Background: an optimization exercise with open tools, aiming at small area. Do not read the settings as production practice. Only simulation tests tie the RTL to the original design; equivalence was not proved. Power is estimated from default activity; no workload was simulated.

<file path="flow/config.mk">
export PLATFORM = sky130hd
export DESIGN_NAME = pci_lite_top
export DESIGN_NICKNAME = pci_lite_top
export VERILOG_FILES = /design/flow/design.v
export SDC_FILE = /design/flow/constraint.sdc
export NUM_CORES = 4
export LEC_CHECK = 0
export CAP_MARGIN = 20
export CORE_MARGIN = 2
export CORE_UTILIZATION = 40
export CTS_BUF_LIST = sky130_fd_sc_hd__clkbuf_16
export CTS_CLUSTER_DIAMETER = 100
export CTS_CLUSTER_SIZE = 30
export PLACE_DENSITY = 0.6
export SLEW_MARGIN = 20
export SYNTH_HIERARCHICAL = 1
</file>
<file path="flow/constraint.sdc">
create_clock -name core_clock -period 5.0 [get_ports {clk}]
set_input_delay 1.0000 -clock core_clock [delete_from_list [all_inputs] [get_ports {clk}]]
set_output_delay 1.0000 -clock core_clock [all_outputs]
set_load 0.01 [all_outputs]
</file>
<file path="flow/design.v">
package pci_lite_pkg;
    localparam int n_req       = 5;     
    localparam int count_width = 3;     
    localparam int mem_words   = 10;
    localparam int idx_width   = 4;     
    localparam int target_base = 10;    
    localparam int devsel_timeout = 4;
    typedef enum logic [2:0] {
        st_idle    = 3'b000,
        st_request = 3'b001,
        st_address = 3'b011,
        st_data    = 3'b010,
        st_finish  = 3'b100
    } bus_state_t;
endpackage
`timescale 1ns/1ns
module bus_arbiter (
    input  logic                           clk,
    input  logic                           arst_n,
    input  logic [pci_lite_pkg::n_req-1:0] req,
    output logic [pci_lite_pkg::n_req-1:0] gnt,
    input  logic                           bus_idle
);
    logic [pci_lite_pkg::n_req-1:0] next_gnt;
    always_comb
    begin
        next_gnt = '0;
        for (int i = 0; i < pci_lite_pkg::n_req; i++)
        begin
            if (req[i])
            begin
                next_gnt    = '0;
                next_gnt[i] = 1'b1;
            end
        end
    end
    always_ff @(posedge clk or negedge arst_n)
    begin
        if (!arst_n)
            gnt <= '0;
        else if (bus_idle)
            gnt <= next_gnt;
    end
endmodule
`timescale 1ns/1ns
module bus_initiator (
    input  logic                                 clk,
    input  logic                                 arst_n,
    input  logic                                 start,
    input  logic                                 write,
    input  logic [31:0]                          addr,
    input  logic [pci_lite_pkg::count_width-1:0] count,
    output logic                                 busy,
    output logic                                 done,
    output logic                                 abort,
    output logic                                 local_req,
    input  logic                                 local_gnt,
    output logic                                 in_window,   
    output logic                                 data_phase,
    output logic                                 claim_q,     
    output logic                                 write_q,
    output logic                                 free,        
    output logic                                 grant_hold   
);
    logic [2:0]                           state;
    logic [pci_lite_pkg::count_width-1:0] cnt;    
    logic                                 cnt_zero;
    logic [4:0]                           lo;
    assign lo         = addr[4:0];
    assign in_window  = (addr[31:5] == '0) &&
                        (lo[4] ? (!lo[3] && !lo[2]) : (lo[3] && (lo[2] || lo[1])));
    assign free       = !state[1] && !state[0];
    assign data_phase = state[1] && !state[0];
    assign cnt_zero   = (cnt == '0);
    always_ff @(posedge clk or negedge arst_n)
    begin
        if (!arst_n)
            state <= 3'b000;
        else
        begin
            state[0] <= !state[1] && (state[0] || start);
            state[1] <= state[1] ? (state[0] || !cnt_zero) : (state[0] && local_gnt);
            state[2] <= data_phase && cnt_zero;
        end
    end
    always_ff @(posedge clk)
    begin
        if (free)
        begin
            write_q <= write;
            claim_q <= in_window;
        end
        if (!state[0])
            cnt <= state[1] ? cnt - 1'b1 :
                   in_window ? count : pci_lite_pkg::count_width'(pci_lite_pkg::devsel_timeout - 1);
    end
    assign busy      = state[1] || state[0];
    assign done      = state[2];
    assign abort     = state[2] && !claim_q;
    assign local_req = !state[1] && state[0];
    assign grant_hold = state[1];
endmodule
`timescale 1ns/1ns
module mem_bit_next (
    input  logic we,
    input  logic nwe,
    input  logic w,
    input  logic q,
    output logic d
);
    assign d = (we | q) & (nwe | w);
endmodule
module mem_aoi222 (
    input  logic a1, a2, b1, b2, c1, c2,
    output logic y
);
    assign y = !((a1 & a2) | (b1 & b2) | (c1 & c2));
endmodule
module mem_nand2 (
    input  logic a, b,
    output logic y
);
    assign y = !(a & b);
endmodule
module mem_nand4 (
    input  logic a, b, c, d,
    output logic y
);
    assign y = !(a & b & c & d);
endmodule
module mem_word_ctl (
    input  logic wt,         
    input  logic l1, l2, l3,
    input  logic written,
    output logic we,
    output logic rsel
);
    assign we   = wt & l1 & l2 & l3;
    assign rsel = l1 & l2 & l3 & written;
endmodule
module mem_inv (
    input  logic a,
    output logic y
);
    assign y = !a;
endmodule
module target_memory (
    input  logic                                 clk,
    input  logic                                 arst_n,
    input  logic                                 free,       
    input  logic [pci_lite_pkg::idx_width-1:0]   addr_lo,    
    input  logic                                 data_phase,
    input  logic                                 claim_q,
    input  logic                                 write_q,
    input  logic [31:0]                          wdata,
    output logic                                 word_taken,
    output logic [31:0]                          rdata,
    output logic                                 rdata_valid
);
    localparam int n_words = pci_lite_pkg::mem_words;
    logic [31:0]          mem [n_words];
    logic [31:0]          mem_d [n_words];
    logic [n_words-1:0]   written;    
    logic [3:0]           slot;       
    logic [n_words-1:0]   we;
    logic [n_words-1:0]   nwe;
    logic [n_words-1:0]   rsel;
    logic                 step;
    logic [3:0]           p, n;       
    assign word_taken = data_phase && claim_q && write_q;
    assign step       = data_phase && (write_q || rdata_valid);
    always_ff @(posedge clk or negedge arst_n)
    begin
        if (!arst_n)
            rdata_valid <= 1'b0;
        else
            rdata_valid <= data_phase && claim_q && !write_q;
    end
    always_ff @(posedge clk)
    begin
        if (free)
            slot <= addr_lo;
        else if (step)
            slot <= (slot == 4'd3) ? 4'd10 : slot + 1'b1;
    end
    assign p = slot;
    assign n = ~slot;
    mem_word_ctl u_ctl0 (.wt(word_taken), .l1(p[3]), .l2(n[2]), .l3(n[0]), .written(written[0]), .we(we[0]), .rsel(rsel[0]));    
    mem_word_ctl u_ctl1 (.wt(word_taken), .l1(p[3]), .l2(n[2]), .l3(p[0]), .written(written[1]), .we(we[1]), .rsel(rsel[1]));    
    mem_word_ctl u_ctl2 (.wt(word_taken), .l1(p[2]), .l2(n[1]), .l3(n[0]), .written(written[2]), .we(we[2]), .rsel(rsel[2]));    
    mem_word_ctl u_ctl3 (.wt(word_taken), .l1(p[2]), .l2(n[1]), .l3(p[0]), .written(written[3]), .we(we[3]), .rsel(rsel[3]));    
    mem_word_ctl u_ctl4 (.wt(word_taken), .l1(p[2]), .l2(p[1]), .l3(n[0]), .written(written[4]), .we(we[4]), .rsel(rsel[4]));    
    mem_word_ctl u_ctl5 (.wt(word_taken), .l1(p[2]), .l2(p[1]), .l3(p[0]), .written(written[5]), .we(we[5]), .rsel(rsel[5]));    
    mem_word_ctl u_ctl6 (.wt(word_taken), .l1(n[3]), .l2(n[1]), .l3(n[0]), .written(written[6]), .we(we[6]), .rsel(rsel[6]));    
    mem_word_ctl u_ctl7 (.wt(word_taken), .l1(n[3]), .l2(n[1]), .l3(p[0]), .written(written[7]), .we(we[7]), .rsel(rsel[7]));    
    mem_word_ctl u_ctl8 (.wt(word_taken), .l1(n[3]), .l2(p[1]), .l3(n[0]), .written(written[8]), .we(we[8]), .rsel(rsel[8]));    
    mem_word_ctl u_ctl9 (.wt(word_taken), .l1(n[3]), .l2(p[1]), .l3(p[0]), .written(written[9]), .we(we[9]), .rsel(rsel[9]));    
    for (genvar i = 0; i < n_words; i++)
    begin : g_nwe
        mem_inv u_inv (.a(we[i]), .y(nwe[i]));
    end
    always_ff @(posedge clk or negedge arst_n)
    begin
        if (!arst_n)
            written <= '0;
        else
            written <= written | we;
    end
    for (genvar i = 0; i < n_words; i++)
    begin : g_word
        for (genvar b = 0; b < 32; b++)
        begin : g_bit
            mem_bit_next u_next (
                .we  (we[i]),
                .nwe (nwe[i]),
                .w   (wdata[b]),
                .q   (mem[i][b]),
                .d   (mem_d[i][b])
            );
        end
    end
    always_ff @(posedge clk)
        for (int i = 0; i < n_words; i++)
            mem[i] <= mem_d[i];
    for (genvar b = 0; b < 32; b++)
    begin : g_rd
        logic y0, y1, y2, y3;
        mem_aoi222 u_a0 (.a1(rsel[0]), .a2(mem[0][b]), .b1(rsel[1]), .b2(mem[1][b]), .c1(rsel[2]), .c2(mem[2][b]), .y(y0));
        mem_aoi222 u_a1 (.a1(rsel[3]), .a2(mem[3][b]), .b1(rsel[4]), .b2(mem[4][b]), .c1(rsel[5]), .c2(mem[5][b]), .y(y1));
        mem_aoi222 u_a2 (.a1(rsel[6]), .a2(mem[6][b]), .b1(rsel[7]), .b2(mem[7][b]), .c1(rsel[8]), .c2(mem[8][b]), .y(y2));
        mem_nand2  u_n9 (.a(rsel[9]), .b(mem[9][b]), .y(y3));
        mem_nand4  u_or (.a(y0), .b(y1), .c(y2), .d(y3), .y(rdata[b]));
    end
endmodule
`timescale 1ns/1ns
module pci_lite_top (
    input  logic                                 clk,
    input  logic                                 arst_n,
    input  logic                                 start,
    input  logic                                 write,
    input  logic [31:0]                          addr,
    input  logic [2:0]                           count,
    input  logic [31:0]                          wdata,
    output logic                                 word_taken,
    output logic [31:0]                          rdata,
    output logic                                 rdata_valid,
    output logic                                 busy,
    output logic                                 done,
    output logic                                 abort,
    input  logic [3:0]                           ext_req,
    output logic [3:0]                           ext_gnt
);
    logic                           local_req;
    logic [pci_lite_pkg::n_req-1:0] arb_gnt;
    logic                           in_window;
    logic                           data_phase;
    logic                           claim_q;
    logic                           write_q;
    logic                           bus_idle;
    logic                           free;
    logic                           grant_hold;
    assign ext_gnt  = arb_gnt[pci_lite_pkg::n_req-1:1];
    assign bus_idle = !grant_hold;
    bus_arbiter u_arbiter (
        .clk      (clk),
        .arst_n   (arst_n),
        .req      ({ext_req, local_req}),
        .gnt      (arb_gnt),
        .bus_idle (bus_idle)
    );
    bus_initiator u_initiator (
        .clk        (clk),
        .arst_n     (arst_n),
        .start      (start),
        .write      (write),
        .addr       (addr),
        .count      (count),
        .busy       (busy),
        .done       (done),
        .abort      (abort),
        .local_req  (local_req),
        .local_gnt  (arb_gnt[0]),
        .in_window  (in_window),
        .data_phase (data_phase),
        .claim_q    (claim_q),
        .write_q    (write_q),
        .free       (free),
        .grant_hold (grant_hold)
    );
    target_memory u_target (
        .clk         (clk),
        .arst_n      (arst_n),
        .free        (free),
        .addr_lo     (addr[3:0]),
        .data_phase  (data_phase),
        .claim_q     (claim_q),
        .write_q     (write_q),
        .wdata       (wdata),
        .word_taken  (word_taken),
        .rdata       (rdata),
        .rdata_valid (rdata_valid)
    );
endmodule
</file>
<file path="flow/flow/run.sh">
#!/bin/bash
# Standard layout, with the port buffers made as the smallest buffer cell
# and a clock tree without dummy loads.
set -euo pipefail
export BUFFER_PORTS_ARGS="-buffer_cell sky130_fd_sc_hd__buf_1"
export CTS_ARGS="-sink_clustering_enable -repair_clock_nets -buf_list sky130_fd_sc_hd__clkbuf_16 -sink_clustering_size 30 -sink_clustering_max_diameter 100 -dont_use_dummy_load -root_buf sky130_fd_sc_hd__clkbuf_4"
bash standard.sh > standard_flow.log 2>&1
</file>
<file path="flow/standard.sh">
#!/bin/bash
# synth_recipe.tcl (not shown) runs the flow's synth.tcl, then flattens the netlist and writes it again
# the make line also repeats each setting of config.mk as NAME=value (left out here)
make -C /OpenROAD-flow-scripts/flow DESIGN_CONFIG=/design/flow/config.mk WORK_HOME=/design/flow/orfs CLKGATE_MAP_FILE= SYNTH_SCRIPT=/design/flow/synth_recipe.tcl "${@:-finish}"
</file>
==> results of run 1 <==
sequential cells by signal, indices dropped and copies added, names as in the netlist:
signal / flops
u_target.slot: 4
u_target.rdata_valid: 1
u_target.mem: 320
u_target.written: 10
u_initiator.cnt: 3
u_initiator.claim_q: 1
u_arbiter.gnt: 5
u_initiator.write_q: 1
u_initiator.state: 3
cell families (layout without fill, tap and decap cells):
family | count (synthesis) | in the layout
compound gates | 434 | 434
xor+xnor | 1 | 1
fa+ha+maj | 3 | 3
buf+inv | 29 | 180
flops | 348 | 348
mux | 1 | 1
other cells | 0 | 1
simple gates | 132 | 132
layout make-up:
class                           instances  area (um2)
Antenna cell                            1       2.502
Clock buffer                           16       347.8
Fill cell                            2822       16140
Inverter                               26       97.59
Multi-Input combinational cell        571        4726
Sequential cell                       348        7152
Tap cell                              390       488.0
Timing Repair Buffer                  138       605.6
per-module statistics from Yosys, one instance, submodules excluded:
module,times used,cell area (um2),flops+latches
mem_aoi222,96,10.01,0
target_memory,1,7004,335
mem_nand2,32,3.754,0
bus_initiator,1,446.7,8
mem_inv,10,3.754,0
mem_bit_next,320,8.758,0
bus_arbiter,1,222.7,5
mem_word_ctl,10,17.52,0
mem_nand4,32,6.256,0
pci_lite_top,1,3.754,0
how the worst min path moves through the flow:
| stage | cells after the start | end |
|---|---|---|
| 2_1_floorplan | 1 | u_target.rdata_valid$_DFF_PN0_ |
| 4_1_cts | 1 | u_arbiter.gnt[3]$_DFFE_PN0P_ |
| 3_5_place_dp | 1 | u_target.written[3]$_DFF_PN0_ |
| 3_3_place_gp | 1 | u_target.rdata_valid$_DFF_PN0_ |
| 5_1_grt | 1 | u_arbiter.gnt[3]$_DFFE_PN0P_ |
| 6_report | 1 | u_arbiter.gnt[3]$_DFFE_PN0P_ |
critical path, stage by stage, from the launching register on:
cell and delay [ns]:
edfxtp_1 0.53, inv_1 0.21, and4_1 0.72, buf_4 0.42
a222oi_1 0.20, nand4_1 0.19, buf_1 0.16
layout by cell type, fill, tap and decap left out, types with 2 or more instances in the layout:
master / count
inv_1: 26
nand4_1: 34
dfxtp_1: 320
o22a_1: 320
buf_4: 23
nor4_1: 6
o31ai_1: 2
o31a_1: 2
nand2_1: 42
ha_1: 3
clkbuf_4: 3
and4_1: 9
and4_2: 11
edfxtp_1: 9
a222oi_1: 96
nor2b_1: 4
dfrtp_1: 19
clkbuf_16: 13
buf_1: 114
nor2_1: 6
and3_1: 2
o21ai_0: 5
or2_2: 11
a21oi_1: 3
power by group:
part           internal [mW]  leakage (nW)  switching, mW  total [mW]
combinational           1.29          1.67          0.909        2.20
clock                  0.489         0.174          0.833        1.32
sequential              4.10          3.00          0.683        4.78
total                   5.88          4.84           2.43        8.30
routing by layer:
| layer | global-route usage | up-vias | part of all wire |
|---|---|---|---|
| met2 | 0.3572 | 313 | 0.46 |
| met1 | 0.3062 | 4855 | 0.46 |
| met3 | 0.03351 | 34 | 0.068 |
| met4 | 0.03994 | 0 | 0.013 |
| li1 | - | 4352 | - |
| met5 | 0 | - | 0 |
==> impl_metrics.csv, run 1 <==
group,metric,value,unit
outcome,status,"timing/DRC/antenna clean",
floorplan,die_w,177.0,um
timing,max_slew_margin,0.3414,
floorplan,coreArea,29560,um2
worst_setup_path,crit_arrival,3.13,ns
worst_setup_path,critPathCaptureType,"output pin",
cells_and_area,final_core_util,0.4540,
synth,synth_mux_area_frac,0.0009404,
cts,clk_latency,0.73,ns
global_routing,antenna_found_initial,1,
cts,h-tree-depth,1,
synth,yosysTopAreaCell,"dfxtp_1",
timing,hold_viol_final,0,
worst_setup_path,reg2reg_depth,6,
synth,synth_xor_area_frac,0.0007315,
floorplan,die_h,177.0,um
timing,hold_slack,0.2087,ns
cells_and_area,areaGrowthSynthToFinish,12.07,%
synth,synthCells,948,
drt,post_drt_via_cell_ratio,6.412,
floorplan,dieArea,31330,um2
power,p_total,8.301,mW
placement,portBuffers,115,
cts,cts_setup_buffers,0,
cts,cts_resized,0,
worst_setup_path,r2r_setup_slack,1.81,ns
timing,fin_worst_skew,0.07830,ns
min_path,hold_class,"in -> async",
synth,synthFlopType,"dfxtp_1",
floorplan,pin_count,116,
timing,finalCritPeriodShare,0.8250,
floorplan,initial_core_util,0.4051,
cts,cts-root-buf,"clkbuf_4",
global_routing,grt_max_degree,35,
placement,dpl.cell_count,1473,
placement,dp_slack,1.539,ns
drt,first_iter_violations,1131,
drt,wl_per_cell,23.43,um
synth,ys_top_cells_by_area,"dfxtp_1 54%, o22a_1 23%, a222oi_1 8.0%",
synth,yosys-top-cells-count,"320 x dfxtp_1, 320 x o22a_1, 96 x a222oi_1",
synth,synth_top_area_frac,0.5350,
cts,clk_pin_slew,0.12,ns
cts,cts_tree,"built",
placement,placedInstanceArea,13070,um2
worst_setup_path,critPathLaunchType,"register",
cts,cts_buffers,16,
placement,hpwl,20530,um
timing,fmax,0.2424,GHz
synth,synth_top_family_by_area,"compound AO/OA/AOI/OAI gates",
drt,first_pass_iters,7,
worst_setup_path,critical_path_class,"reg -> out",
cells_and_area,fin_cells,1490,
timing,setup_slack,0.8749,ns
drt,ant_nets,0,
cells_and_area,fin_nets,1179,
power,leakagePower,4.838,nW
cells_and_area,drive_gt1_frac,0.05823,
synth,async_flop_share,0.05460,
cts,cts_max_path_buffers,3,
timing,period_minus_slack,4.125,ns
worst_setup_path,rr_startpoint,"u_initiator.state[1]$_DFF_PN0_",
synth,synth_area,11970,um2
cells_and_area,final_area,13420,um2
timing,fin_setup_tns,0,ns
global_routing,grt_pass1_vias,9154,
worst_setup_path,crit_end,"rdata[9]",
worst_setup_path,path_max_fanout,19,
synth,ys_ff_latch,348,
synth,syn-num-nets,1026,
synth,avgSynthCellArea,12.63,um2
global_routing,grt_pass1_wl,53590,um
timing,setup_violations,0,
worst_setup_path,cp.required,4.00,ns
run,maxCapViolCount,0,
drt,routed_wl,34910,um
power,peakVddDrop,0.0002390,V
timing,drv_slew,0,
global_routing,grt_use_total,0.2177,
power,power.density,618.6,nW/um2
synth,synth_adder_area_share,0.003135,
synth,yosys_warnings,12,
floorplan,rows,63,
synth,synth-seq-area-share,0.5973,
synth,synth_compound_area_frac,0.3249,
placement,gp_congestion,0.7690,
synth,synth_simple_gate_area_frac,0.06385,
synth,synth-edff-count,9,
drt,route.detailed.drc,0,
synth,synth_cell_types,36,
worst_setup_path,r2r-end,"u_target.mem[1][3]$_DFF_P_",
timing,worst_slew_pin_slew,0.9879,ns
global_routing,overflow,0,
cts,clkSinkCount,348,
drt,vias,9554,
cts,postCtsHoldBufs,0,
worst_setup_path,critical_path.startpoint,"u_target.slot[1]$_DFFE_PP_",
timing,rsz0062_at_grt,"no",
==> run 2: changes to the inputs <==
--- a/flow/design.v
+++ b/flow/design.v
@@ -130,19 +130,15 @@
 endmodule
 module mem_word_ctl (
     input  logic wt,         
+    input  logic clr,        
     input  logic l1, l2, l3,
-    input  logic written,
     output logic we,
+    output logic nwe,
     output logic rsel
 );
-    assign we   = wt & l1 & l2 & l3;
-    assign rsel = l1 & l2 & l3 & written;
-endmodule
-module mem_inv (
-    input  logic a,
-    output logic y
-);
-    assign y = !a;
+    assign we   = clr | (wt & l1 & l2 & l3);
+    assign nwe  = !we;
+    assign rsel = l1 & l2 & l3;
 endmodule
 module target_memory (
     input  logic                                 clk,
@@ -160,7 +156,9 @@
     localparam int n_words = pci_lite_pkg::mem_words;
     logic [31:0]          mem [n_words];
     logic [31:0]          mem_d [n_words];
-    logic [n_words-1:0]   written;    
+    logic                 nclr;       
+    logic                 clr;
+    logic [31:0]          w_data;     
     logic [3:0]           slot;       
     logic [n_words-1:0]   we;
     logic [n_words-1:0]   nwe;
@@ -185,27 +183,25 @@
     end
     assign p = slot;
     assign n = ~slot;
-    mem_word_ctl u_ctl0 (.wt(word_taken), .l1(p[3]), .l2(n[2]), .l3(n[0]), .written(written[0]), .we(we[0]), .rsel(rsel[0]));    
-    mem_word_ctl u_ctl1 (.wt(word_taken), .l1(p[3]), .l2(n[2]), .l3(p[0]), .written(written[1]), .we(we[1]), .rsel(rsel[1]));    
-    mem_word_ctl u_ctl2 (.wt(word_taken), .l1(p[2]), .l2(n[1]), .l3(n[0]), .written(written[2]), .we(we[2]), .rsel(rsel[2]));    
-    mem_word_ctl u_ctl3 (.wt(word_taken), .l1(p[2]), .l2(n[1]), .l3(p[0]), .written(written[3]), .we(we[3]), .rsel(rsel[3]));    
-    mem_word_ctl u_ctl4 (.wt(word_taken), .l1(p[2]), .l2(p[1]), .l3(n[0]), .written(written[4]), .we(we[4]), .rsel(rsel[4]));    
-    mem_word_ctl u_ctl5 (.wt(word_taken), .l1(p[2]), .l2(p[1]), .l3(p[0]), .written(written[5]), .we(we[5]), .rsel(rsel[5]));    
-    mem_word_ctl u_ctl6 (.wt(word_taken), .l1(n[3]), .l2(n[1]), .l3(n[0]), .written(written[6]), .we(we[6]), .rsel(rsel[6]));    
-    mem_word_ctl u_ctl7 (.wt(word_taken), .l1(n[3]), .l2(n[1]), .l3(p[0]), .written(written[7]), .we(we[7]), .rsel(rsel[7]));    
-    mem_word_ctl u_ctl8 (.wt(word_taken), .l1(n[3]), .l2(p[1]), .l3(n[0]), .written(written[8]), .we(we[8]), .rsel(rsel[8]));    
-    mem_word_ctl u_ctl9 (.wt(word_taken), .l1(n[3]), .l2(p[1]), .l3(p[0]), .written(written[9]), .we(we[9]), .rsel(rsel[9]));    
-    for (genvar i = 0; i < n_words; i++)
-    begin : g_nwe
-        mem_inv u_inv (.a(we[i]), .y(nwe[i]));
-    end
+    mem_word_ctl u_ctl0 (.wt(word_taken), .clr(clr), .l1(p[3]), .l2(n[2]), .l3(n[0]), .we(we[0]), .nwe(nwe[0]), .rsel(rsel[0]));    
+    mem_word_ctl u_ctl1 (.wt(word_taken), .clr(clr), .l1(p[3]), .l2(n[2]), .l3(p[0]), .we(we[1]), .nwe(nwe[1]), .rsel(rsel[1]));    
+    mem_word_ctl u_ctl2 (.wt(word_taken), .clr(clr), .l1(p[2]), .l2(n[1]), .l3(n[0]), .we(we[2]), .nwe(nwe[2]), .rsel(rsel[2]));    
+    mem_word_ctl u_ctl3 (.wt(word_taken), .clr(clr), .l1(p[2]), .l2(n[1]), .l3(p[0]), .we(we[3]), .nwe(nwe[3]), .rsel(rsel[3]));    
+    mem_word_ctl u_ctl4 (.wt(word_taken), .clr(clr), .l1(p[2]), .l2(p[1]), .l3(n[0]), .we(we[4]), .nwe(nwe[4]), .rsel(rsel[4]));    
+    mem_word_ctl u_ctl5 (.wt(word_taken), .clr(clr), .l1(p[2]), .l2(p[1]), .l3(p[0]), .we(we[5]), .nwe(nwe[5]), .rsel(rsel[5]));    
+    mem_word_ctl u_ctl6 (.wt(word_taken), .clr(clr), .l1(n[3]), .l2(n[1]), .l3(n[0]), .we(we[6]), .nwe(nwe[6]), .rsel(rsel[6]));    
+    mem_word_ctl u_ctl7 (.wt(word_taken), .clr(clr), .l1(n[3]), .l2(n[1]), .l3(p[0]), .we(we[7]), .nwe(nwe[7]), .rsel(rsel[7]));    
+    mem_word_ctl u_ctl8 (.wt(word_taken), .clr(clr), .l1(n[3]), .l2(p[1]), .l3(n[0]), .we(we[8]), .nwe(nwe[8]), .rsel(rsel[8]));    
+    mem_word_ctl u_ctl9 (.wt(word_taken), .clr(clr), .l1(n[3]), .l2(p[1]), .l3(p[0]), .we(we[9]), .nwe(nwe[9]), .rsel(rsel[9]));    
     always_ff @(posedge clk or negedge arst_n)
     begin
         if (!arst_n)
-            written <= '0;
+            nclr <= 1'b0;
         else
-            written <= written | we;
+            nclr <= 1'b1;
     end
+    assign clr    = !nclr;
+    assign w_data = wdata & {32{nclr}};
     for (genvar i = 0; i < n_words; i++)
     begin : g_word
         for (genvar b = 0; b < 32; b++)
@@ -213,7 +209,7 @@
             mem_bit_next u_next (
                 .we  (we[i]),
                 .nwe (nwe[i]),
-                .w   (wdata[b]),
+                .w   (w_data[b]),
                 .q   (mem[i][b]),
                 .d   (mem_d[i][b])
             );
==> flow/flow/run.sh (replaced) <==
#!/bin/bash
# Standard layout, with the port buffers made as the smallest buffer cell
# and a clock tree without dummy loads.
set -euo pipefail
export BUFFER_PORTS_ARGS="-buffer_cell sky130_fd_sc_hd__buf_1"
export CTS_ARGS="-sink_clustering_enable -repair_clock_nets -buf_list sky130_fd_sc_hd__buf_12 -sink_clustering_size 30 -sink_clustering_max_diameter 100 -dont_use_dummy_load -root_buf sky130_fd_sc_hd__clkbuf_4"
bash standard.sh > standard_flow.log 2>&1
==> run 2 against run 1 <==
Setup slack lost 0.15 ns. Final cell count increased by 1.2%. Sequential share of layout area shrank 2.1 points. Area after synthesis down 0.16%. Largest cell class unchanged. Still clean.
==> impl_metrics.csv, run 2 <==
group,metric,value,unit
outcome,status,"timing/DRC/antenna clean",
timing,setup_slack,0.7295,ns
synth,ys_ff_latch,339,
worst_setup_path,crit_arrival,3.27,ns
timing,setup_violations,0,
drt,route.detailed.drc,0,
cells_and_area,regMostFlops,"u_target.mem",
global_routing,antenna_found_initial,1,
synth,avgSynthCellArea,12.38,um2
cells_and_area,drive_gt1_frac,0.05819,
cts,clk_latency,0.67,ns
timing,max_slew_margin,0.3184,
floorplan,pin_count,116,
floorplan,die_h,176.9,um
synth,synthFlopType,"dfxtp_1",
synth,synth_cell_types,40,
placement,gp_congestion,0.7480,
cts,cts_buffers,15,
cells_and_area,most-common-layout-cells,"320 x o22a_1, 320 x dfxtp_1, 115 x buf_1",
cts,cts_setup_buffers,0,
drt,wl_per_cell,24.47,um
timing,fin_worst_skew,0.04790,ns
timing,period_minus_slack,4.271,ns
cts,clk_pin_slew,0.11,ns
worst_setup_path,critPathCaptureType,"output pin",
synth,ys_top_cells_by_area,"dfxtp_1 54%, o22a_1 23%, a222oi_1 8.0%",
worst_setup_path,max_stage_delay,0.81,ns
drt,vias,9841,
drt,ant_nets,0,
worst_setup_path,critPathLaunchType,"register",
timing,hold_viol_final,0,
global_routing,overflow,0,
timing,fin_setup_tns,0,ns
global_routing,grt_pass1_wl,56190,um
worst_setup_path,path_cells,"inv_1 -> and3_2 -> a222oi_1 -> nand4_1 -> buf_1",
timing,drv_slew,0,
synth,yosys_warnings,12,
power,power.density,511.5,nW/um2
cells_and_area,fin_nets,1197,
global_routing,grt_pass1_vias,9599,
cts,cts_tree,"built",
floorplan,die_w,176.9,um
power,peakVddDrop,0.0002450,V
min_path,hold_class,"in -> async",
synth,synth_area,11960,um2
cells_and_area,areaGrowthSynthToFinish,13.21,%
floorplan,initial_core_util,0.4044,
synth,synth-edff-count,9,
synth,async_flop_share,0.02950,
global_routing,grt_use_total,0.2316,
floorplan,rows,63,
timing,worst_slew_pin_slew,1.019,ns
cts,h-tree-depth,1,
drt,routed_wl,36910,um
cells_and_area,largest_reg_flops,320,
placement,dp_slack,1.457,ns
placement,hpwl,20830,um
worst_setup_path,critical_path_class,"reg -> out",
run,maxCapViolCount,0,
synth,yosysTopAreaCell,"dfxtp_1",
floorplan,dieArea,31290,um2
cts,postCtsHoldBufs,0,
drt,first_iter_violations,1121,
timing,fmax,0.2342,GHz
cts,clkSinkCount,339,
cells_and_area,top_regs,"u_target.mem (320), u_arbiter.gnt (5), u_target.slot (4)",
synth,synth_top_area_frac,0.5358,
drt,first_pass_iters,6,
worst_setup_path,path_max_fanout,32,
worst_setup_path,cp.required,4.00,ns
placement,portBuffers,115,
cts,cts_max_path_buffers,3,
drt,post_drt_via_cell_ratio,6.526,
synth,syn-num-nets,1044,
synth,synthCells,966,
cts,cts-root-buf,"clkbuf_4",
cts,cts_resized,0,
floorplan,coreArea,29560,um2
synth,synth-seq-area-share,0.5794,
timing,rsz0062_at_grt,"no",
synth,yosys-top-cells-count,"320 x dfxtp_1, 320 x o22a_1, 96 x a222oi_1",
worst_setup_path,slowest_stage,"edfxtp_1",
timing,finalCritPeriodShare,0.8541,
power,leakagePower,5.177,nW
global_routing,grt_max_degree,33,
## run 2: final cells by class
cell class              count  area, um2
diodes                      1      2.502
multi-input cells         604       5129
flip-flops and latches    339       6927
well taps                 390      488.0
clock buffers              15      262.8
inverters                  17      63.81
repair buffers            142      661.9
fillers                  2804      16030
## run 2: cell families (layout without fill, tap and decap cells)
| group | after synthesis | count (layout) | synth area share |
|---|---|---|---|
| AOI/OAI and AO/OA | 454 | 454 | 0.3411 |
| xor gates and xnor gates | 1 | 1 | 0.0007327 |
| adders and majority gates | 3 | 3 | 0.003140 |
| buffers and inverters | 23 | 174 | 0.007326 |
| DFF | 339 | 339 | 0.5794 |
| muxes | 1 | 1 | 0.0009418 |
| other | 1 | 2 | 0.0003137 |
| and+or+nand+nor | 144 | 144 | 0.06709 |
## run 2: modules after synthesis (local to each module, per instance), a selection
module,copies in the design,cells inside,flip-flops and latches
target_memory,1,389,326
bus_initiator,1,46,8
mem_word_ctl,10,3,0
mem_aoi222,96,1,0
mem_bit_next,320,1,0
pci_lite_top,1,1,0
mem_nand2,32,1,0
## run 2: through the flow
stage | cells | utilization | cell area [um2] | hold slack (ns) | power, mW
final | 1508 | 0.4579 | 13530 | 0.2707 | 6.922
after floorplan | 966 | - | 11960 | 0.4106 | 4.765
after global placement | 1490 | 0.4475 | 13230 | 0.4202 | 5.724
after global routing | 1508 | 0.4579 | 13530 | 0.3046 | 7.280
after CTS | 1506 | 0.4568 | 13500 | 0.2530 | 6.959
after detailed placement | 1491 | 0.4480 | 13240 | 0.4419 | 5.760
## run 2: final timing paths
check | startpoint | cells after the start | end | slack, ns
hold reg to reg | u_initiator.write_q$_DFFE_PP_ | 1 | u_target.rdata_valid$_DFF_PN0_ | 0.45
min in group core_clock | u_initiator.write_q$_DFFE_PP_ | 1 | u_target.rdata_valid$_DFF_PN0_ | 0.45
max in group asynchronous | arst_n | 1 | u_target.rdata_valid$_DFF_PN0_ | 4.32
setup reg to reg | u_initiator.state[1]$_DFF_PN0_ | 5 | u_target.mem[4][16]$_DFF_P_ | 1.74
hold / removal | arst_n | 1 | u_initiator.state[2]$_DFF_PN0_ | 0.27
setup / recovery | u_target.slot[2]$_DFFE_PP_ | 5 | rdata[5] | 0.73
## run 2: worst max-delay path, delay by kind of cell, from the launching register on
family	cells	cell delay (ns)
and+or+nand+nor	2	0.85
AOI/OAI and AO/OA	1	0.47
DFF	1	0.81
buffers and inverters	2	0.50
## run 2: power breakdown
group	switching, mW	total (mW)	internal, mW
combinational	1.54	2.39	0.846
sequential	0.223	3.32	3.09
clock	0.818	1.22	0.398
total	2.58	6.92	4.34
## run 2: per-layer routing
metal	global-route usage	vias to the layer above	wire length, um	share of wire
li1	-	4435	-	-
met4	0.06439	0	961	0.026
met5	0	-	0	0
met1	0.3253	4957	16500	0.45
met3	0.02642	60	2551	0.069
met2	0.3771	389	16900	0.46
==> run 3: changes to the inputs <==
--- a/flow/design.v
+++ b/flow/design.v
@@ -133,13 +133,17 @@
     input  logic clr,        
     input  logic l1, l2, l3,
     output logic we,
-    output logic nwe,
     output logic rsel
 );
     assign we   = clr | (wt & l1 & l2 & l3);
-    assign nwe  = !we;
     assign rsel = l1 & l2 & l3;
 endmodule
+module mem_inv (
+    input  logic a,
+    output logic y
+);
+    assign y = !a;
+endmodule
 module target_memory (
     input  logic                                 clk,
     input  logic                                 arst_n,
@@ -183,16 +187,20 @@
     end
     assign p = slot;
     assign n = ~slot;
-    mem_word_ctl u_ctl0 (.wt(word_taken), .clr(clr), .l1(p[3]), .l2(n[2]), .l3(n[0]), .we(we[0]), .nwe(nwe[0]), .rsel(rsel[0]));    
-    mem_word_ctl u_ctl1 (.wt(word_taken), .clr(clr), .l1(p[3]), .l2(n[2]), .l3(p[0]), .we(we[1]), .nwe(nwe[1]), .rsel(rsel[1]));    
-    mem_word_ctl u_ctl2 (.wt(word_taken), .clr(clr), .l1(p[2]), .l2(n[1]), .l3(n[0]), .we(we[2]), .nwe(nwe[2]), .rsel(rsel[2]));    
-    mem_word_ctl u_ctl3 (.wt(word_taken), .clr(clr), .l1(p[2]), .l2(n[1]), .l3(p[0]), .we(we[3]), .nwe(nwe[3]), .rsel(rsel[3]));    
-    mem_word_ctl u_ctl4 (.wt(word_taken), .clr(clr), .l1(p[2]), .l2(p[1]), .l3(n[0]), .we(we[4]), .nwe(nwe[4]), .rsel(rsel[4]));    
-    mem_word_ctl u_ctl5 (.wt(word_taken), .clr(clr), .l1(p[2]), .l2(p[1]), .l3(p[0]), .we(we[5]), .nwe(nwe[5]), .rsel(rsel[5]));    
-    mem_word_ctl u_ctl6 (.wt(word_taken), .clr(clr), .l1(n[3]), .l2(n[1]), .l3(n[0]), .we(we[6]), .nwe(nwe[6]), .rsel(rsel[6]));    
-    mem_word_ctl u_ctl7 (.wt(word_taken), .clr(clr), .l1(n[3]), .l2(n[1]), .l3(p[0]), .we(we[7]), .nwe(nwe[7]), .rsel(rsel[7]));    
-    mem_word_ctl u_ctl8 (.wt(word_taken), .clr(clr), .l1(n[3]), .l2(p[1]), .l3(n[0]), .we(we[8]), .nwe(nwe[8]), .rsel(rsel[8]));    
-    mem_word_ctl u_ctl9 (.wt(word_taken), .clr(clr), .l1(n[3]), .l2(p[1]), .l3(p[0]), .we(we[9]), .nwe(nwe[9]), .rsel(rsel[9]));    
+    mem_word_ctl u_ctl0 (.wt(word_taken), .clr(clr), .l1(p[3]), .l2(n[2]), .l3(n[0]), .we(we[0]), .rsel(rsel[0]));    
+    mem_word_ctl u_ctl1 (.wt(word_taken), .clr(clr), .l1(p[3]), .l2(n[2]), .l3(p[0]), .we(we[1]), .rsel(rsel[1]));    
+    mem_word_ctl u_ctl2 (.wt(word_taken), .clr(clr), .l1(p[2]), .l2(n[1]), .l3(n[0]), .we(we[2]), .rsel(rsel[2]));    
+    mem_word_ctl u_ctl3 (.wt(word_taken), .clr(clr), .l1(p[2]), .l2(n[1]), .l3(p[0]), .we(we[3]), .rsel(rsel[3]));    
+    mem_word_ctl u_ctl4 (.wt(word_taken), .clr(clr), .l1(p[2]), .l2(p[1]), .l3(n[0]), .we(we[4]), .rsel(rsel[4]));    
+    mem_word_ctl u_ctl5 (.wt(word_taken), .clr(clr), .l1(p[2]), .l2(p[1]), .l3(p[0]), .we(we[5]), .rsel(rsel[5]));    
+    mem_word_ctl u_ctl6 (.wt(word_taken), .clr(clr), .l1(n[3]), .l2(n[1]), .l3(n[0]), .we(we[6]), .rsel(rsel[6]));    
+    mem_word_ctl u_ctl7 (.wt(word_taken), .clr(clr), .l1(n[3]), .l2(n[1]), .l3(p[0]), .we(we[7]), .rsel(rsel[7]));    
+    mem_word_ctl u_ctl8 (.wt(word_taken), .clr(clr), .l1(n[3]), .l2(p[1]), .l3(n[0]), .we(we[8]), .rsel(rsel[8]));    
+    mem_word_ctl u_ctl9 (.wt(word_taken), .clr(clr), .l1(n[3]), .l2(p[1]), .l3(p[0]), .we(we[9]), .rsel(rsel[9]));    
+    for (genvar i = 0; i < n_words; i++)
+    begin : g_nwe
+        mem_inv u_inv (.a(we[i]), .y(nwe[i]));
+    end
     always_ff @(posedge clk or negedge arst_n)
     begin
         if (!arst_n)
==> run 3 against run 2 <==
Maximum frequency up 6.0%. Power down 2.0%. First-iteration DRC count up 4.5%. Via count down 2.6%. Clock power about the same. Register-to-register slack worse by 0.04 ns. Final area down 2.5%.
==> impl_metrics.csv, run 3 <==
group,metric,value,unit
outcome,status,"timing/DRC/antenna clean",
floorplan,dieArea,31160,um2
worst_setup_path,reg2reg_depth,6,
cells_and_area,top_regs,"u_target.mem (320), u_arbiter.gnt (5), u_target.slot (4)",
global_routing,overflow,0,
timing,fmax,0.2482,GHz
drt,wl_per_cell,23.86,um
placement,portBuffers,115,
global_routing,antenna_found_initial,1,
timing,fin_worst_skew,0.05505,ns
synth,synthFlopType,"dfxtp_1",
placement,gp_congestion,0.7444,
cts,clkSinkCount,339,
cells_and_area,regMostFlops,"u_target.mem",
worst_setup_path,path_cells,"inv_1 -> and3_2 -> a222oi_1 -> nand4_1 -> buf_1",
worst_setup_path,cp.required,4.00,ns
synth,synth_cell_types,39,
drt,route.detailed.drc,0,
drt,post_drt_via_cell_ratio,6.405,
synth,async_flop_share,0.02950,
power,power.density,514.0,nW/um2
cells_and_area,regArea,6927,um2
global_routing,grt_use_total,0.2228,
timing,hold_slack,0.3072,ns
cells_and_area,multi_input_area,4866,um2
timing,drv_slew,0,
worst_setup_path,max_stage_delay,0.59,ns
worst_setup_path,slowest_stage,"edfxtp_1",
cts,cts-root-buf,"clkbuf_4",
synth,ys_top_cells_by_area,"dfxtp_1 54%, o22a_1 24%, a222oi_1 8.1%",
placement,hpwl,20540,um
floorplan,initial_core_util,0.4038,
worst_setup_path,critPathLaunchType,"register",
cells_and_area,fin_nets,1186,
synth,synth_top_area_frac,0.5381,
synth,synth-edff-count,9,
floorplan,die_h,176.5,um
min_path,hold_class,"in -> async",
cts,clk_latency,0.67,ns
floorplan,rows,63,
cts,cts_buffers,15,
drt,first_pass_iters,7,
cts,cts_tree,"built",
power,leakagePower,5.126,nW
global_routing,grt_pass1_vias,9260,
cts,cts_max_path_buffers,3,
run,maxCapViolCount,0,
cells_and_area,most-common-layout-cells,"320 x o22a_1, 320 x dfxtp_1, 115 x buf_1",
cts,cts_resized,0,
timing,worst_slew_pin_slew,0.9323,ns
drt,routed_wl,35720,um
cells_and_area,areaGrowthSynthToFinish,10.87,%
synth,avgSynthCellArea,12.32,um2
worst_setup_path,path_max_fanout,32,
drt,vias,9589,
timing,hold_viol_final,0,
drt,first_iter_violations,1171,
floorplan,pin_count,116,
floorplan,coreArea,29480,um2
cts,postCtsHoldBufs,0,
floorplan,die_w,176.5,um
power,peakVddDrop,0.0003706,V
worst_setup_path,crit_arrival,3.03,ns
synth,yosys_warnings,12,
timing,period_minus_slack,4.028,ns
synth,synth-seq-area-share,0.5818,
synth,yosysTopAreaCell,"dfxtp_1",
cts,cts_setup_buffers,0,
timing,rsz0062_at_grt,"no",
synth,yosys-top-cells-count,"320 x dfxtp_1, 320 x o22a_1, 96 x a222oi_1",
worst_setup_path,critPathCaptureType,"output pin",
timing,max_slew_margin,0.3784,
global_routing,grt_pass1_wl,54610,um
synth,syn-num-nets,1044,
timing,setup_violations,0,
synth,synth_area,11910,um2
cells_and_area,drive_gt1_frac,0.04973,
cells_and_area,fillerInstances,2823,
cts,h-tree-depth,1,
worst_setup_path,critical_path_class,"reg -> out",
timing,fin_setup_tns,0,ns
timing,finalCritPeriodShare,0.8057,
drt,ant_nets,0,
cts,clk_pin_slew,0.10,ns
global_routing,grt_max_degree,34,
synth,ys_ff_latch,339,
synth,synthCells,966,
cells_and_area,largest_reg_flops,320,
==> run 3: final timing paths <==
kind,slack [ns],to,startpoint
setup / recovery,0.97,rdata[29],u_target.slot[0]$_DFFE_PP_
hold / removal,0.31,u_arbiter.gnt[2]$_DFFE_PN0P_,arst_n
setup reg to reg,1.70,u_target.mem[8][24]$_DFF_P_,u_initiator.state[1]$_DFF_PN0_
hold reg to reg,0.45,u_target.rdata_valid$_DFF_PN0_,u_initiator.write_q$_DFFE_PP_
max in group asynchronous,4.30,u_target.nclr$_DFF_PN0_,arst_n
min in group core_clock,0.45,u_target.rdata_valid$_DFF_PN0_,u_initiator.write_q$_DFFE_PP_
==> run 3: area by class of cell <==
type / instances / share of cell area
inverters: 27 / 0.007678
flip-flops and latches: 339 / 0.5248
well taps: 390 / 0.03697
repair buffers: 131 / 0.04180
multi-input cells: 594 / 0.3687
diodes: 1 / 0.0001896
clock buffers: 15 / 0.01991
==> run 3: routing by layer <==
layer / track usage / vias up / wire (um)
li1: - / 4375 / -
met1: 0.3164 / 4827 / 16460
met2: 0.3641 / 348 / 16480
met3: 0.02778 / 39 / 2202
met4: 0.04752 / 0 / 572
met5: 0 / - / 0
==> run 3: cell families (layout without fill, tap and decap cells) <==
kind of cell | count (synthesis) | count (layout) | synth area share
other cells | 1 | 2 | 0.0003150
fa+ha+maj | 3 | 3 | 0.003153
compound gates | 444 | 444 | 0.3352
flops | 339 | 339 | 0.5818
xor+xnor | 1 | 1 | 0.0007358
mux | 1 | 1 | 0.0009458
simple gates | 144 | 144 | 0.06737
buf+inv | 33 | 173 | 0.01051
==> run 3: critical path, delay by kind of cell, from the launching register on <==
| kind | cells | cell delay, ns |
|---|---|---|
| and+or+nand+nor | 2 | 0.88 |
| DFF | 1 | 0.59 |
| buffers and inverters | 2 | 0.44 |
| AOI/OAI and AO/OA | 1 | 0.50 |
==> run 3: stage by stage <==
| stage | worst slack [ns] | cells | instance area, um2 | util | total power [mW] |
|---|---|---|---|---|---|
| after global routing | 0.8681 | 1497 | 13200 | 0.4477 | 7.143 |
| after floorplan | 2.384 | 966 | 11910 | - | 4.727 |
| final | 0.9715 | 1497 | 13200 | 0.4477 | 6.784 |
| after global placement | 1.527 | 1481 | 12930 | 0.4387 | 5.587 |
| after detailed placement | 1.670 | 1481 | 12930 | 0.4387 | 5.615 |
| after CTS | 0.9896 | 1496 | 13200 | 0.4476 | 6.816 |
==> run 3: modules after synthesis, one instance, submodules excluded <==
| module | flip-flops and latches | cell area [um2] | times used |
|---|---|---|---|
| mem_nand4 | 0 | 6.256 | 32 |
| mem_aoi222 | 0 | 10.01 | 96 |
| mem_nand2 | 0 | 3.754 | 32 |
| bus_arbiter | 5 | 222.7 | 1 |
| mem_bit_next | 0 | 8.758 | 320 |
| mem_inv | 0 | 3.754 | 10 |
| target_memory | 326 | 6935 | 1 |
| mem_word_ctl | 0 | 17.52 | 10 |
| bus_initiator | 8 | 446.7 | 1 |
| pci_lite_top | 0 | 3.754 | 1 |
==> run 3: where the power goes <==
part / switching (mW) / internal [mW] / leakage (nW)
Clock: 0.817 / 0.398 / 0.127
Combinational: 1.43 / 0.808 / 2.08
Sequential: 0.235 / 3.10 / 2.91
==> run 4: changes to the inputs <==
==> flow/flow/run.sh (replaced) <==
#!/bin/bash
# Standard layout, with the port buffers made as the smallest buffer cell
# and a clock tree without dummy loads.
set -euo pipefail
export BUFFER_PORTS_ARGS="-buffer_cell sky130_fd_sc_hd__buf_1"
export CTS_ARGS="-sink_clustering_enable -repair_clock_nets -buf_list sky130_fd_sc_hd__buf_12 -sink_clustering_size 27 -sink_clustering_max_diameter 90 -dont_use_dummy_load -root_buf sky130_fd_sc_hd__clkbuf_4"
bash standard.sh > standard_flow.log 2>&1
==> run 4 against run 3 <==
Die area stayed put. Flip-flop and latch count did not move. Synthesized cell count unchanged. Register-to-register slack worse by 0.09 ns. Global-route usage rose by 0.077 points. Final area increased by 0.17%. Clock power increased by 3%. Via count up 0.72%. Core utilization increased by 0.076 points. Largest power group unchanged.
==> impl_metrics.csv, run 4 <==
group,metric,value,unit
timing,max_slew_margin,0.3771,
floorplan,rows,63,
placement,gp_congestion,0.7444,
run,maxCapViolCount,0,
cts,cts_max_path_buffers,3,
cts,h-tree-depth,1,
timing,hold_viol_final,0,
min_path,hold_class,"in -> async",
cells_and_area,multi_input_area,4866,um2
drt,first_iter_violations,1284,
synth,synth_adder_area_share,0.003153,
cts,postCtsHoldBufs,0,
cts,cts_buffers,16,
worst_setup_path,critical_path_class,"reg -> out",
cts,cts_tree,"built",
placement,dpl.cell_count,1481,
timing,worst_slew_pin_slew,0.9343,ns
timing,setup_slack,0.8816,ns
cells_and_area,fillerInstances,2820,
drt,post_drt_via_cell_ratio,6.443,
power,leakagePower,5.135,nW
floorplan,pin_count,116,
timing,fin_worst_skew,0.03931,ns
timing,setup_violations,0,
worst_setup_path,path_max_fanout,32,
global_routing,antenna_found_initial,1,
synth,synth-seq-area-share,0.5818,
worst_setup_path,crit_arrival,3.12,ns
cells_and_area,most-common-layout-cells,"320 x o22a_1, 320 x dfxtp_1, 115 x buf_1",
cts,clk_latency,0.69,ns
cts,cts_resized,0,
global_routing,grt_max_degree,34,
synth,syn-num-nets,1044,
power,peakVddDrop,0.0003721,V
timing,period_minus_slack,4.118,ns
synth,yosys-top-cells-count,"320 x dfxtp_1, 320 x o22a_1, 96 x a222oi_1",
synth,synth_cell_types,39,
cells_and_area,drive_gt1_frac,0.05059,
cts,clk_pin_slew,0.11,ns
power,p_total,6.818,mW
worst_setup_path,critPathCaptureType,"output pin",
drt,vias,9658,
floorplan,initial_core_util,0.4038,
floorplan,coreArea,29480,um2
cts,cts_setup_buffers,0,
synth,yosys_warnings,12,
cells_and_area,final_area,13220,um2
synth,synthCells,966,
synth,synth_area,11910,um2
cells_and_area,regMostFlops,"u_target.mem",
synth,synth_top_area_frac,0.5381,
global_routing,grt_pass1_vias,9318,
global_routing,overflow,0,
floorplan,dieArea,31160,um2
timing,fin_setup_tns,0,ns
cts,clkSinkCount,339,
cells_and_area,final_core_util,0.4485,
global_routing,grt_pass1_wl,54770,um
cells_and_area,largest_reg_flops,320,
floorplan,die_w,176.5,um
synth,yosysTopAreaCell,"dfxtp_1",
synth,avgSynthCellArea,12.32,um2
timing,hold_slack,0.2891,ns
synth,synth_top_family_by_area,"compound AO/OA/AOI/OAI gates",
placement,hpwl,20540,um
timing,rsz0062_at_grt,"no",
cts,cts-root-buf,"clkbuf_4",
worst_setup_path,cp.required,4.00,ns
cells_and_area,fin_cells,1499,
synth,synth_xor_area_frac,0.0007357,
outcome,status,"timing/DRC/antenna clean",
drt,first_pass_iters,8,
placement,dp_slack,1.670,ns
placement,portBuffers,115,
drt,wl_per_cell,23.92,um
cells_and_area,top_regs,"u_target.mem (320), u_arbiter.gnt (5), u_target.slot (4)",
timing,finalCritPeriodShare,0.8237,
drt,routed_wl,35850,um
global_routing,grt_use_total,0.2236,
synth,ys_top_cells_by_area,"dfxtp_1 54%, o22a_1 24%, a222oi_1 8.1%",
timing,drv_slew,0,
drt,ant_nets,0,
cells_and_area,regArea,6927,um2
timing,fmax,0.2428,GHz
worst_setup_path,critPathLaunchType,"register",
cells_and_area,fin_nets,1187,
cells_and_area,areaGrowthSynthToFinish,11.06,%
synth,ys_ff_latch,339,
synth,synth_mux_area_frac,0.0009459,
synth,synth_compound_area_frac,0.3352,
synth,synthFlopType,"dfxtp_1",
power,power.density,515.7,nW/um2
synth,synth-edff-count,9,
floorplan,die_h,176.5,um
placement,placedInstanceArea,12930,um2
synth,synth_simple_gate_area_frac,0.06737,
drt,route.detailed.drc,0,
synth,async_flop_share,0.02950,
==> run 4: worst max-delay path: stages (launching register included) <==
cell      delay (ns)
edfxtp_1        0.61
inv_1           0.24
and3_2          0.57
a222oi_1        0.52
nand4_1         0.31
buf_1           0.21
==> run 4: power breakdown <==
group	internal (mW)	switching (mW)	total (mW)
clock network	0.428	0.819	1.25
logic	0.808	1.43	2.24
registers	3.10	0.233	3.33
total	4.33	2.49	6.82
==> run 4: cell families after synthesis <==
logic type	Yosys count
AOI/OAI and AO/OA	444
DFF	339
and+or+nand+nor	144
buffers and inverters	33
adders and majority gates	3
other	1
xor gates and xnor gates	1
muxes	1
==> run 4: final timing paths <==
| path | startpoint | end | slack, ns | depth (start not counted) |
|---|---|---|---|---|
| max | u_target.slot[0]$_DFFE_PP_ | rdata[29] | 0.88 | 5 |
| min | arst_n | u_arbiter.gnt[1]$_DFFE_PN0P_ | 0.29 | 1 |
| max reg2reg | u_initiator.state[1]$_DFF_PN0_ | u_target.mem[8][24]$_DFF_P_ | 1.61 | 6 |
| min reg2reg | u_initiator.write_q$_DFFE_PP_ | u_target.rdata_valid$_DFF_PN0_ | 0.45 | 1 |
| max in group asynchronous | arst_n | u_arbiter.gnt[3]$_DFFE_PN0P_ | 4.33 | 1 |
| min in group core_clock | u_initiator.write_q$_DFFE_PP_ | u_target.rdata_valid$_DFF_PN0_ | 0.45 | 1 |
==> run 4: per-layer routing <==
metal  GRT usage  wire length (um)  vias up
met5           0                 0        -
met4     0.04855               610        0
met3     0.02972              2253       41
met2      0.3662             16580      357
met1      0.3152             16400     4883
li1            -                 -     4377
==> run 4: final cells by class <==
class,count,area share
Clock buffer,16,0.02139
Tap cell,390,0.03691
Inverter,27,0.007665
Multi-Input combinational cell,594,0.3680
Sequential cell,339,0.5239
Timing Repair Buffer,131,0.04173
Antenna cell,2,0.0003785
==> run 4: Yosys stat by module (local to each module, per instance) <==
module | times used | cell area (um2) | cells inside | flops+latches
mem_aoi222 | 96 | 10.01 | 1 | 0
mem_inv | 10 | 3.754 | 1 | 0
mem_nand2 | 32 | 3.754 | 1 | 0
mem_bit_next | 320 | 8.758 | 1 | 0
mem_nand4 | 32 | 6.256 | 1 | 0
bus_arbiter | 1 | 222.7 | 20 | 5
mem_word_ctl | 10 | 17.52 | 2 | 0
pci_lite_top | 1 | 3.754 | 1 | 0
bus_initiator | 1 | 446.7 | 46 | 8
target_memory | 1 | 6935 | 389 | 326
==> run 5: changes to the inputs <==
==> flow/flow/run.sh (replaced) <==
#!/bin/bash
# Standard layout, with the port buffers made as the smallest buffer cell
# and a clock tree of buf_12 leaf buffers without dummy loads.
set -euo pipefail
export BUFFER_PORTS_ARGS="-buffer_cell sky130_fd_sc_hd__buf_1"
export CTS_ARGS="-sink_clustering_enable -repair_clock_nets -buf_list sky130_fd_sc_hd__buf_12 -sink_clustering_size 27 -sink_clustering_max_diameter 90 -dont_use_dummy_load -root_buf sky130_fd_sc_hd__clkbuf_4"
bash standard.sh > standard_flow.log 2>&1
==> run 5 against run 4 <==
Worst hold slack stayed put. Die area did not move. Final cell count stayed put. Combinational power hardly changed. Area after synthesis is the same. Setup slack did not move. Flip-flop and latch count stayed put. Final area unchanged. Clock power about the same. Sequential share of layout area did not move. Critical path type unchanged. Largest power group unchanged.
==> impl_metrics.csv, run 5 <==
group,metric,value,unit
outcome,status,"timing/DRC/antenna clean",
cells_and_area,regMostFlops,"u_target.mem",
power,clockPowerShare,0.183,
power,p_comb_frac,0.329,
synth,synth-seq-area-share,0.5818,
drt,vias,9658,
power,intPower,4.332,mW
timing,fin_worst_skew,0.03931,ns
timing,setup_violations,0,
placement,dpl.cell_count,1481,
cells_and_area,drive_gt1_frac,0.05059,
global_routing,grt_pass1_vias,9318,
power,power.density,515.7,nW/um2
global_routing,antenna_found_initial,1,
power,leakagePower,5.135,nW
synth,yosysTopAreaCell,"dfxtp_1",
drt,routed_wl,35850,um
timing,drv_slew,0,
floorplan,die_h,176.5,um
synth,synthCells,966,
global_routing,grt_max_degree,34,
cells_and_area,largest_reg_flops,320,
worst_setup_path,critPathLaunchType,"register",
floorplan,die_w,176.5,um
cts,cts_setup_buffers,0,
worst_setup_path,path_cells,"inv_1 -> and3_2 -> a222oi_1 -> nand4_1 -> buf_1",
global_routing,overflow,0,
synth,synth-edff-count,9,
power,peakVddDrop,0.0003721,V
cells_and_area,most-common-layout-cells,"320 x o22a_1, 320 x dfxtp_1, 115 x buf_1",
timing,rsz0062_at_grt,"no",
cts,clk_pin_slew,0.11,ns
floorplan,initial_core_util,0.4038,
synth,synth_area,11910,um2
synth,ys_top_cells_by_area,"dfxtp_1 54%, o22a_1 24%, a222oi_1 8.1%",
worst_setup_path,path_max_fanout,32,
cts,cts_max_path_buffers,3,
floorplan,rows,63,
drt,post_drt_via_cell_ratio,6.443,
worst_setup_path,cp.required,4.00,ns
worst_setup_path,slowest_stage,"edfxtp_1",
drt,route.detailed.drc,0,
synth,synthFlopType,"dfxtp_1",
worst_setup_path,critical_path_class,"reg -> out",
timing,fmax,0.2428,GHz
cts,cts_buffers,16,
cells_and_area,final_core_util,0.4485,
drt,first_iter_violations,1284,
timing,setup_slack,0.8816,ns
timing,worst_slew_pin_slew,0.9343,ns
synth,async_flop_share,0.02950,
synth,ys_ff_latch,339,
cells_and_area,fin_cells,1499,
synth,avgSynthCellArea,12.32,um2
power,power_frac_seq,0.488,
worst_setup_path,max_stage_delay,0.61,ns
synth,yosys_warnings,12,
floorplan,coreArea,29480,um2
cts,clk_latency,0.69,ns
worst_setup_path,crit_arrival,3.12,ns
run,maxCapViolCount,0,
drt,first_pass_iters,8,
worst_setup_path,critPathCaptureType,"output pin",
cts,cts-root-buf,"clkbuf_4",
floorplan,pin_count,116,
placement,gp_congestion,0.7444,
synth,synth_top_area_frac,0.5381,
power,p_sw,2.486,mW
placement,dp_slack,1.670,ns
synth,syn-num-nets,1044,
cells_and_area,fin_nets,1187,
min_path,hold_class,"in -> async",
global_routing,grt_use_total,0.2236,
cts,h-tree-depth,1,
timing,period_minus_slack,4.118,ns
cts,clkSinkCount,339,
drt,wl_per_cell,23.92,um
worst_setup_path,crit_buf_inv,2,
synth,yosys-top-cells-count,"320 x dfxtp_1, 320 x o22a_1, 96 x a222oi_1",
cts,postCtsHoldBufs,0,
power,p_total,6.818,mW
timing,fin_setup_tns,0,ns
drt,ant_nets,0,
worst_setup_path,cp_top_family,"simple AND/OR/NAND/NOR gates",
floorplan,dieArea,31160,um2
cts,cts_resized,0,
power,p_sw_frac,0.3646,
placement,portBuffers,115,
placement,hpwl,20540,um
timing,finalCritPeriodShare,0.8237,
cells_and_area,top_regs,"u_target.mem (320), u_arbiter.gnt (5), u_target.slot (4)",
cts,cts_tree,"built",
timing,hold_viol_final,0,
synth,synth_cell_types,39,
cells_and_area,areaGrowthSynthToFinish,11.06,%
timing,max_slew_margin,0.3771,
global_routing,grt_pass1_wl,54770,um
[run 5: cell counts after synthesis]
No cell type changed its count.
[run 5: kinds of logic after synthesis]
family,count (synthesis),synth area share
other,1,0.0003150
AO/OA/AOI/OAI,444,0.3352
AND/OR/NAND/NOR,144,0.06737
XOR/XNOR,1,0.0007358
buffers and inverters,33,0.01051
adder cells (fa/ha/maj),3,0.003153
multiplexers,1,0.0009458
flip-flops,339,0.5818
[run 5: path summary, 6_finish.rpt]
| path | end | depth (start not counted) | start | slack [ns] |
|---|---|---|---|---|
| worst max-delay path | rdata[29] | 5 | u_target.slot[0]$_DFFE_PP_ | 0.88 |
| worst min-delay path | u_arbiter.gnt[1]$_DFFE_PN0P_ | 1 | arst_n | 0.29 |
| worst max register to register | u_target.mem[8][24]$_DFF_P_ | 6 | u_initiator.state[1]$_DFF_PN0_ | 1.61 |
| worst min register to register | u_target.rdata_valid$_DFF_PN0_ | 1 | u_initiator.write_q$_DFFE_PP_ | 0.45 |
| max in group asynchronous | u_arbiter.gnt[3]$_DFFE_PN0P_ | 1 | arst_n | 4.33 |
| min in group core_clock | u_target.rdata_valid$_DFF_PN0_ | 1 | u_initiator.write_q$_DFFE_PP_ | 0.45 |
[run 5: power groups by stage]
stage / sequential (mW) / clock (mW) / combinational [mW]
CTS: 3.32 / 1.29 / 2.24
global route: 3.38 / 1.39 / 2.42
detailed placement: 3.39 / 0 / 2.23
finish: 3.33 / 1.25 / 2.24
floorplan: 3.32 / 0 / 1.41
global placement: 3.38 / 0 / 2.21
[run 5: final cells by class]
class | instances | area (um2)
Clock buffer | 16 | 282.8
Antenna cell | 2 | 5.005
Fill cell | 2820 | 16260
Inverter | 27 | 101.3
Sequential cell | 339 | 6927
Multi-Input combinational cell | 594 | 4866
Timing Repair Buffer | 131 | 551.8
Tap cell | 390 | 488.0
[run 5: layer usage]
metal	track usage	wire [um]
met5	0	0
met2	0.3662	16580
met4	0.04855	610
met1	0.3152	16400
met3	0.02972	2253
[run 5: through the flow]
stage	hold slack (ns)	area (um2)
after CTS	0.2691	13220
final	0.2891	13220
after detailed placement	0.4375	12930
after floorplan	0.4106	11910
after global routing	0.3153	13220
after global placement	0.4277	12930
[run 5: Yosys stat by module, one instance, submodules excluded]
module	copies in the design	cells inside	area (um2)
bus_initiator	1	46	446.7
pci_lite_top	1	1	3.754
bus_arbiter	1	20	222.7
mem_bit_next	320	1	8.758
mem_aoi222	96	1	10.01
mem_nand2	32	1	3.754
mem_word_ctl	10	2	17.52
mem_nand4	32	1	6.256
mem_inv	10	1	3.754
target_memory	1	389	6935

==> static timing again, ports no longer ideal <==
No port has a modelled driver above. Below, the same layouts with a new extraction and two added sets of constraints.
Step 1 assumes that a clkbuf_16 drives the clock port and a buf_2 every other input.
Step 2 moves the port delays by t, midway between the first and last clock arrival at a register: inputs arrive t later, outputs are due t later. That takes back most of the time a late clock gives input paths.
Three values: ideal ports, drivers, drivers and shift; two values: the first two.
run	t, ns	slack for setup (ns)	hold slack, ns	cell pins on the clock port's net
run 1	0.734	0.875 / 0.832 / 1.566	0.209 / 0.188 / 0.456	1
run 2	0.691	0.729 / 0.686 / 1.377	0.271 / 0.257 / 0.446	1
run 3	0.691	0.972 / 0.922 / 1.613	0.307 / 0.282 / 0.445	1
run 4	0.706	0.882 / 0.835 / 1.541	0.289 / 0.266 / 0.448	1
run 5	0.706	0.882 / 0.835 / 1.541	0.289 / 0.266 / 0.448	1
After both steps setup and hold are still met in every run listed.
